This is an optimization exercise on Yosys and OpenROAD, whose aim is small area, a short achievable clock period and few clock cycles per item, not a production implementation.
Only simulation tests tie the RTL to the original design; equivalence was not proved.
Power is estimated from default activity; no workload was simulated.

old:
// run_length_byte_encoder
module run_length_byte_encoder #(
   parameter int LITERAL_MAX = rlbe_pkg::LITERAL_MAX_DEF,
   parameter int REPEAT_MAX  = rlbe_pkg::REPEAT_MAX_DEF,
   parameter int CHUNK_BYTES = rlbe_pkg::CHUNK_BYTES_DEF
) (
   input  wire logic                           clock,
   input  wire logic                           reset,
   input  wire logic                           req_tvalid,
   output logic                                req_tready,
   input  wire logic [7:0]                     req_tdata,
   input  wire logic                           req_tlast,
   output logic                                rsp_tvalid,
   input  wire logic                           rsp_tready,
   output logic [rlbe_pkg::RSP_TDATA_W-1:0]    rsp_tdata,
   output logic                                rsp_tlast,
   output logic                                rsp_tuser
);
Size: roughly 3000 cells after synthesis, ~1300 flip-flops, about 89 I/O pins.
clock: 6.0 ns
lec_check: 0
cap_margin: 20
core_margin: 2
core_utilization: 65
cts_cluster_diameter: 80
cts_cluster_size: 28
place_density: 0.75
setup_slack_margin: 3.6
slew_margin: 20
run.sh (not shown) runs the stock make flow with config.mk's settings and CLKGATE_MAP_FILE= SYNTH_SCRIPT=/design/flow/synth_recipe.tcl, a recipe that flattens the netlist after the stock synthesis.
Testbench counts of old, summed over its fixed seeds: cycles 21,589, items 21,130.
[inputs] new vs old
--- a/flow/design.v
+++ b/flow/design.v
@@ -215,18 +215,18 @@
    logic       emit, swr;
    logic [7:0] c_hdr;
    logic       c_t0z, c_t1b;
    logic [6:0] c_nb;
    logic [1:0] c_nt;
    logic [4:0] c_klast, c_trow;
    logic [2:0] c_tlane;
    logic       d_v, d_free, d_busy_row, d_adv;
-   logic [15:0] w_row_n;    
-   logic [7:0]  w_lane_n;   
+   logic [15:0] w_row;
+   logic [7:0]  w_lane;
    logic [7:0]  w_data;
    assign lcnt_p1 = lcnt_ff + 7'd1;
    assign lcnt_m1 = lcnt_ff - 7'd1;
    assign rm_p1   = rm_ff + 7'd1;
    assign lcnt_p2_row = {1'b0, lcnt_ff[6:3]} + {4'd0, (lcnt_ff[2:1] == 2'b11)};
    always_comb begin
       emit    = 1'b0;
       swr     = 1'b0;
@@ -323,42 +323,42 @@
    always_ff @(posedge clock) begin
       if (reset) begin
          open_ff <= 1'b0;
          ract_ff <= 1'b0;
          lcnt_ff <= 7'd0;
          wrow_ff <= 5'd0;
          lz_ff   <= 1'b1;
          lmax_ff <= 1'b0;
-         w_lane_n <= 8'hFF;
+         w_lane  <= 8'd0;
       end else begin
          if (go) begin
             open_ff <= n_open;
             ract_ff <= n_ract;
             lcnt_ff <= n_lcnt;
             wrow_ff <= n_wrow;
             lz_ff   <= (n_lcnt == 7'd0);
             lmax_ff <= (n_lcnt == 7'd127);
          end
-         for (int j = 0; j < 8; j++) w_lane_n[j] <= !(go && swr && (lcnt_p1[2:0] == 3'(j)));
+         for (int j = 0; j < 8; j++) w_lane[j] <= go && swr && (lcnt_p1[2:0] == 3'(j));
       end
       if (go) begin
          held_ff <= h_d;
          rm_ff   <= n_rm;
          rmax_ff <= (n_rm == 7'd127);
       end
-      for (int r = 0; r < 16; r++) w_row_n[r] <= (lcnt_p1[6:3] != 4'(r));
+      for (int r = 0; r < 16; r++) w_row[r] <= (lcnt_p1[6:3] == 4'(r));
       w_data <= held_ff;
    end
    logic [1023:0] rows;
    logic [7:0]  slot [128];
    always_comb slot[0] = 8'h00;
    for (genvar s = 1; s < 128; s++) begin : g_slot
       always_ff @(posedge clock) begin
-         if (!(w_row_n[s / 8] || w_lane_n[s % 8])) slot[s] <= w_data;
+         if (w_row[s / 8] && w_lane[s % 8]) slot[s] <= w_data;
       end
    end
    for (genvar r = 0; r < 16; r++) begin : g_row
       for (genvar j = 0; j < 8; j++) begin : g_lane
          assign rows[64*r + 8*j +: 8] = slot[8*r + j];
       end
    end
    rlbe_packer u_packer (
Notes after the runs:
Status: design area parity (old, new)
Per the comparison of new with old, power consumed by combinational cells decreased 7.1%; mean instance size in the synthesized netlist increased 1.6%; maximum achievable frequency decreased about 2.3%; core utilization increased 0.17 points.
Testbench counts of new, summed over its fixed seeds: cycles 21,589, items 21,130.

--- another note on this design; it stands on its own ---

Setup of ember:
Design run_length_byte_encoder, start of the top module:
module run_length_byte_encoder #(
   parameter int LITERAL_MAX = rlbe_pkg::LITERAL_MAX_DEF,
   parameter int REPEAT_MAX  = rlbe_pkg::REPEAT_MAX_DEF,
   parameter int CHUNK_BYTES = rlbe_pkg::CHUNK_BYTES_DEF
) (
   input  wire logic                           clock,
   input  wire logic                           reset,
   input  wire logic                           req_tvalid,
   output logic                                req_tready,
   input  wire logic [7:0]                     req_tdata,
   input  wire logic                           req_tlast,
   output logic                                rsp_tvalid,
   input  wire logic                           rsp_tready,
   output logic [rlbe_pkg::RSP_TDATA_W-1:0]    rsp_tdata,
   output logic                                rsp_tlast,
   output logic                                rsp_tuser
);
   logic       h_v, s_v, rdy;
   logic [7:0] h_d, s_d;
   logic       h_l, s_l, h_eq, s_eq;
   logic       in_eq;
   logic       go;
   logic       accept;
   logic       h_take;
   assign req_tready = rdy;
   assign accept     = req_tvalid && rdy;
   assign in_eq      = (req_tdata == h_d);
   assign h_take     = s_v ? go : (accept && (!h_v || go));
   always_ff @(posedge clock) begin
      if (reset) begin
         h_v <= 1'b0;
         s_v <= 1'b0;
         rdy <= 1'b1;
  ...
For scale: ~1200 flip-flops.
Settings: LEC_CHECK=0, CAP_MARGIN=20, CORE_MARGIN=2, CORE_UTILIZATION=65, CTS_CLUSTER_DIAMETER=80, CTS_CLUSTER_SIZE=28, PLACE_DENSITY=0.75, SETUP_SLACK_MARGIN=3.6, SLEW_MARGIN=20, TNS_END_PERCENT=5; clock period 6.0 ns.
run.sh (not shown) runs the stock make flow with config.mk's settings and CLKGATE_MAP_FILE= SYNTH_SCRIPT=/design/flow/synth_recipe.tcl, a recipe that flattens the netlist after the stock synthesis.
ember ran to completion and came out clean on the timing, DRC and antenna checks.
Testbench counts of ember, summed over its fixed seeds: cycles 21,609, items 21,130.
Relative to ember, the following input files were edited for garnet:
Settings: clearing TNS_END_PERCENT, which used to be 5.
## What came out
Uppermost metal layer occupied by signal nets = met4: garnet; uppermost metal layer occupied by signal nets = met5: ember. From ember to garnet the numbers moved as follows: met2 track demand over resource in global routing picked up an extra 0.94 points; switching component of the power went up; post-layout instance count excluding filler cells neither gained nor lost much. As far as proportion of power drawn by combinational gates is concerned, garnet and ember perform about the same. Diff ember -> garnet: worst path setup slack after routing increased 110 ps; final area decreased 160 um2; areal power density over the cells essentially unchanged; register clock-pin slew on the reported worst setup and hold paths essentially unchanged. Final period demand of the worst path ended up 110 ps lower on garnet than on ember.

static timing again, ports no longer ideal:
No port has a modelled driver above. Below, the same layouts with a new extraction and two added sets of constraints.
Step 1 (the two cells are an assumption about what drives the block):
set clk [get_ports {clock}]
set_driving_cell -lib_cell sky130_fd_sc_hd__clkbuf_16 $clk
set_driving_cell -lib_cell sky130_fd_sc_hd__buf_2 [delete_from_list [all_inputs] $clk]
Step 2 adds t to the input delays and takes it off the output delays; t is the mean of the earliest and latest rising clock arrival at the registers after step 1. Input paths then give back, and output paths get back, about the clock's delay inside the block.
Slacks: no drivers / after step 1 / after step 2; pairs: no drivers / after step 1.
run | t, ns | slack for setup (ns) | worst setup path after step 2 | worst slew at a driven data input, ns
old | 0.719 | 3.520 / 3.453 / 2.953 | input to register | 0.08
new | 0.720 | 3.462 / 3.392 / 3.139 | input to register | 0.04
ember | 0.710 | 3.368 / 3.368 / 2.932 | input to register | 0.03
garnet | 0.725 | 3.475 / 3.475 / 2.966 | input to register | 0.04
After both steps every run listed still meets setup and hold. The setup slack of old, which loses most, moves by -0.067 ns with the drivers and by -0.567 ns with both steps.
